Source: an optimization exercise on an open RTL-to-GDS flow (aim: small area and a short achievable clock period). Production flows keep margins and buffers that such runs may drop.
At most, simulation tests tie the RTL to the original design; equivalence was not proved.
No activity file was given, so power comes from the tool's default toggle rates.

Design fp_mul_pipe, start of the top module:
module fp_mul_pipe (
  input  logic        clk,
  input  logic        rst_n,
  input  logic        in_valid,
  input  logic [3:0]  r_mode,
  input  logic [31:0] fp_X,
  input  logic [31:0] fp_Y,
  output logic        out_valid,
  output logic [31:0] fp_Z,
  output logic        ovrf,
  output logic        udrf
);
For scale: ~2,200 cells after synthesis, ~290 flip-flops, roughly 110 I/O pins.
Settings: LEC_CHECK=0, CAP_MARGIN=20, CORE_MARGIN=2, CORE_UTILIZATION=40, CTS_BUF_LIST=sky130_fd_sc_hd__clkbuf_8, CTS_CLUSTER_SIZE=30, SETUP_SLACK_MARGIN=5.0, SLEW_MARGIN=20; clock period 8.5 ns.
run.sh (not shown) runs the stock make flow with config.mk's settings and CLKGATE_MAP_FILE= SYNTH_SCRIPT=/design/flow/synth_recipe.tcl, a recipe that flattens the netlist after the stock synthesis.
Change:
--- a/flow/design.v
+++ b/flow/design.v
@@ -16,17 +16,32 @@
   localparam logic [1:0] RT_RMM = 2'd3;   
   localparam logic [1:0] CL_NUM = 2'd0;
   localparam logic [1:0] CL_ZER = 2'd1;
   localparam logic [1:0] CL_INF = 2'd2;
   localparam logic [1:0] CL_NAN = 2'd3;
   logic [3:0] vld_q;
   logic        s0_d;
   logic [1:0]  rt0_d;
+  function automatic logic [4:0] tz24(input logic [22:0] f);
+    logic [22:0] o;
+    logic [4:0]  t;
+    o = f;
+    for (int d = 1; d < 23; d = d * 2)
+      for (int i = 22; i >= 0; i--)
+        if ((i / d) % 2 == 1) o[i] = o[i] | o[(i / d) * d - 1];
+    t = o[22] ? 5'd0 : 5'd23;
+    for (int i = 0; i < 23; i++)
+      if (f[i] && (i == 0 || !o[i-1])) t = t | 5'(i);
+    tz24 = t;
+  endfunction
+  logic [4:0]  tx0_d, ty0_d;
   always_comb begin
+    tx0_d = tz24(fp_X[22:0]);
+    ty0_d = tz24(fp_Y[22:0]);
     s0_d = fp_X[31] ^ fp_Y[31];
     case (r_mode)
       4'd1:    rt0_d = RT_TRN;
       4'd2:    rt0_d = s0_d ? RT_UPX : RT_TRN;
       4'd3:    rt0_d = s0_d ? RT_TRN : RT_UPX;
       4'd4:    rt0_d = RT_RMM;
       default: rt0_d = RT_RNE;
     endcase
@@ -39,16 +54,17 @@
       y1 = fp_Y[2*i];
       y0 = (i == 0) ? 1'b0 : fp_Y[2*i-1];
       b_one0_d[i] = y1 ^ y0;
       b_two0_d[i] = (y2 & ~y1 & ~y0) | (~y2 & y1 & y0);
       b_neg0_d[i] = y2;
     end
   end
   logic        s0_q;
+  logic [4:0]  tx0_q, ty0_q;
   logic [1:0]  rt0_q;
   logic [7:0]  ex0_q, ey0_q;
   logic [22:0] fx0_q;
   logic [11:0] b_one0_q, b_two0_q, b_neg0_q;
   wire pp0_0 = ((b_one0_q[0] & fx0_q[0])) ^ b_neg0_q[0];
   wire pp0_1 = ((b_one0_q[0] & fx0_q[1]) | (b_two0_q[0] & fx0_q[0])) ^ b_neg0_q[0];
   wire pp0_2 = ((b_one0_q[0] & fx0_q[2]) | (b_two0_q[0] & fx0_q[1])) ^ b_neg0_q[0];
   wire pp0_3 = ((b_one0_q[0] & fx0_q[3]) | (b_two0_q[0] & fx0_q[2])) ^ b_neg0_q[0];
@@ -1239,45 +1255,35 @@
   assign r1c_q[41] = r1c_r[32];
   assign r1c_q[42] = r1c_r[33];
   assign r1c_q[43] = r1c_r[34];
   assign r1c_q[44] = r1c_r[35];
   assign r1c_q[45] = r1c_r[36];
   assign r1c_q[46] = r1c_r[37];
   assign r1c_q[47] = 1'b0;
   assign cin1_q[0] = cin1_r[0];
-  logic [22:0] fy1;
-  logic [22:0] ox, oy;
-  logic        st0_1_d, st1_1_d, xfz, yfz, xz, yz, xe, ye;
+  logic        st0_1_d, st1_1_d, xz, yz, xe, ye, xfz, yfz;
   logic [1:0]  cl1_d;
   logic [9:0]  e1_d;
+  logic [5:0]  tsum;
   always_comb begin
     xz   = (ex0_q == 8'h00);
     yz   = (ey0_q == 8'h00);
     xe   = (ex0_q == 8'hFF);
     ye   = (ey0_q == 8'hFF);
+    xfz  = (tx0_q == 5'd23);
+    yfz  = (ty0_q == 5'd23);
     e1_d = {2'b00, ex0_q} + {2'b00, ey0_q} - 10'd127;
-    for (int i = 0; i < 12; i++) begin
-      if (2*i+1 <= 22) fy1[2*i+1] = b_neg0_q[i];
-      fy1[2*i] = b_one0_q[i] ^ ((i == 0) ? 1'b0 : b_neg0_q[i-1]);
-    end
-    xfz = (fx0_q == 23'd0);
-    yfz = (fy1 == 23'd0);
     if ((xe && !xfz) || (ye && !yfz) || (xe && yz) || (ye && xz)) cl1_d = CL_NAN;
     else if (xe || ye)                                           cl1_d = CL_INF;
     else if (xz || yz)                                           cl1_d = CL_ZER;
     else                                                         cl1_d = CL_NUM;
-    for (int a = 0; a < 23; a++) begin
-      ox[a] = |(fx0_q & ((23'd2 << a) - 23'd1));
-      oy[a] = |(fy1 & ((23'd2 << a) - 23'd1));
-    end
-    st1_1_d = 1'b0;   
-    st0_1_d = 1'b0;   
-    for (int a = 0; a <= 22; a++) st1_1_d = st1_1_d | (ox[a] & oy[22-a]);
-    for (int a = 0; a <= 21; a++) st0_1_d = st0_1_d | (ox[a] & oy[21-a]);
+    tsum    = {1'b0, tx0_q} + {1'b0, ty0_q};
+    st1_1_d = (tsum <= 6'd22);   
+    st0_1_d = (tsum <= 6'd21);   
   end
   logic        s1_q, st0_1_q, st1_1_q;
   logic [1:0]  cl1_q, rt1_q;
   logic [9:0]  e1_q;
   wire hs743 = r1a_q[9] ^ r1b_q[9];
   wire hc744 = r1a_q[9] & r1b_q[9];
   wire fp747 = r1a_q[10] ^ r1b_q[10];
   wire fs745 = fp747 ^ r1c_q[10];
@@ -1686,16 +1692,18 @@
   logic        ovrf_q, udrf_q;
   always_ff @(posedge clk or negedge rst_n) begin
     if (!rst_n) vld_q <= '0;
     else        vld_q <= {vld_q[2:0], in_valid};
   end
   always_ff @(posedge clk) begin
     s0_q     <= s0_d;
     rt0_q    <= rt0_d;
+    tx0_q    <= tx0_d;
+    ty0_q    <= ty0_d;
     ex0_q    <= fp_X[30:23];
     ey0_q    <= fp_Y[30:23];
     fx0_q    <= fp_X[22:0];
     b_one0_q <= b_one0_d;
     b_two0_q <= b_two0_d;
     b_neg0_q <= b_neg0_d;
     s1_q     <= s0_q;
     cl1_q    <= cl1_d;
Worst setup slack degrades by 0.054 ns.
Fmax came out lower by 1.5%.
Synthesized area climbs by 2.3%.
Design area rises by 2.4%.
Sequential cell count goes up by 10.
Clock skew rose by 0.012 ns.
Non-clock buffer count fell by 11.
Die area rose by 2.3%.
Cell count increases by about 5%.
Routed wire length rose by about 4.4%.
Total power grows by 5.5%.
Sequential power stays flat.
No functional check of the RTL was part of any run of this note.

* * *

Another version of the RTL of fp_mul_pipe (not shown whole).
Size in the first run: about 250 flip-flops, about 110 I/O pins, about 25000 um2 of cells after synthesis.
Settings: LEC_CHECK=0, CAP_MARGIN=20, CORE_MARGIN=2, CORE_UTILIZATION=40, SLEW_MARGIN=20; clock period 8.5 ns.
Edit:
--- a/flow/design.v
+++ b/flow/design.v
@@ -11,21 +11,21 @@
   output logic        udrf
 );
   localparam logic [1:0] RT_RNE = 2'd0;   
   localparam logic [1:0] RT_TRN = 2'd1;   
   localparam logic [1:0] RT_UPX = 2'd2;   
   localparam logic [1:0] RT_RMM = 2'd3;   
   localparam logic [1:0] CL_NUM = 2'd0;
   localparam logic [1:0] CL_ZER = 2'd1;
   localparam logic [1:0] CL_INF = 2'd2;
   localparam logic [1:0] CL_NAN = 2'd3;
-  localparam int LAT = 3;
+  localparam int LAT = 2;
   logic [LAT:0] vld_q;
   logic        s0_d;
   logic [1:0]  cl0_d, rt0_d;
   logic [9:0]  e0_d;
   logic        xz, yz, xe, ye, xfz, yfz;
   always_comb begin
     xz  = (fp_X[30:23] == 8'h00);
     yz  = (fp_Y[30:23] == 8'h00);
     xe  = (fp_X[30:23] == 8'hFF);
     ye  = (fp_Y[30:23] == 8'hFF);
@@ -1066,30 +1066,26 @@
   assign csb1_q[43] = csb1_r[42];
   assign csb1_q[44] = csb1_r[43];
   assign csb1_q[45] = csb1_r[44];
   assign csb1_q[46] = csb1_r[45];
   assign csb1_q[47] = csb1_r[46];
   logic        s1_q, st0_q, st1_q;
   logic [1:0]  cl1_q, rt1_q;
   logic [9:0]  e1_q;
   logic [47:0] prod;
   assign prod = csa1_q + csb1_q;
-  logic        s2_q, st0_2_q, st1_2_q;
-  logic [1:0]  cl2_q, rt2_q;
-  logic [9:0]  e2_q;
-  logic [25:0] p2_q;
   logic        sR, st0R, st1R;
   logic [1:0]  clR, rtR;
   logic [9:0]  eR;
   logic [25:0] pR;
-  assign sR = s2_q; assign st0R = st0_2_q; assign st1R = st1_2_q;
-  assign clR = cl2_q; assign rtR = rt2_q; assign eR = e2_q; assign pR = p2_q;
+  assign sR = s1_q; assign st0R = st0_q; assign st1R = st1_q;
+  assign clR = cl1_q; assign rtR = rt1_q; assign eR = e1_q; assign pR = prod[47:22];
   logic        h, g, st, inc;
   logic [23:0] mant;
   logic [24:0] mant_r;
   logic [9:0]  ef;
   logic        ovf, udf;
   logic [31:0] z_d;
   logic        ovrf_d, udrf_d;
   always_comb begin
     h    = pR[25];
     mant = h ? pR[25:2] : pR[24:1];
@@ -1227,26 +1223,19 @@
     csb1_r[37] <= fs577;
     csb1_r[38] <= fs579;
     csb1_r[39] <= fs581;
     csb1_r[40] <= fs583;
     csb1_r[41] <= fc584;
     csb1_r[42] <= fs587;
     csb1_r[43] <= fs589;
     csb1_r[44] <= fc590;
     csb1_r[45] <= fs593;
     csb1_r[46] <= fc594;
-    s2_q    <= s1_q;
-    cl2_q   <= cl1_q;
-    rt2_q   <= rt1_q;
-    e2_q    <= e1_q;
-    st0_2_q <= st0_q;
-    st1_2_q <= st1_q;
-    p2_q    <= prod[47:22];
     z_q    <= z_d;
     ovrf_q <= ovrf_d;
     udrf_q <= udrf_d;
   end
   assign out_valid = vld_q[LAT];
   assign fp_Z      = z_q;
   assign ovrf      = ovrf_q;
   assign udrf      = udrf_q;
 endmodule
The changed run finished with timing, DRC and antenna clean.
Design area decreases by 0.39%.
Via count is higher by 4.9%.
Global-route usage rises by 1.6 points.
Register-to-register slack is worse by 2.2 ns.
Total power grows by 17%.
Routed wire length grows by 6.5%.
Non-clock buffer count came out higher by 11.
Clock power decreases by 18%.
Maximum frequency came out lower by 28%.

## re-timing with driven ports
How much do the figures lean on ideal ports? The routed layouts below were timed once more, with nothing changed but the port constraints. Step 1 sets driving cells, clkbuf_16 on the clock port and buf_2 on the other inputs (assumed; they add their load-dependent delay and slew). Step 2 moves the port delays by t, midway between the first and last clock arrival at a register: inputs arrive t later, outputs are due t later. That takes back most of the time a late clock gives input paths. a / b / c = ideal / step 1 / step 2; a / b = the first two.
| run | t (ns) | setup slack, ns | worst setup path after step 2 | cell pins on the clock port's net |
|---|---|---|---|---|
| the first run of note 1 | 0.680 | 4.985 / 4.985 / 4.985 | register to register | 1 |
| the second run of note 1 | 0.677 | 4.931 / 4.931 / 4.643 | input to register | 1 |
| the first run of note 2 | 0.652 | 2.871 / 2.871 / 2.871 | register to register | 1 |
| the second run of note 2 | 0.643 | 0.706 / 0.706 / 0.706 | register to register | 1 |
After both steps every run listed still meets setup and hold. For the second run of note 1, which loses most, drivers alone change the setup slack by 0.000 ns; drivers and shift together by -0.288 ns.
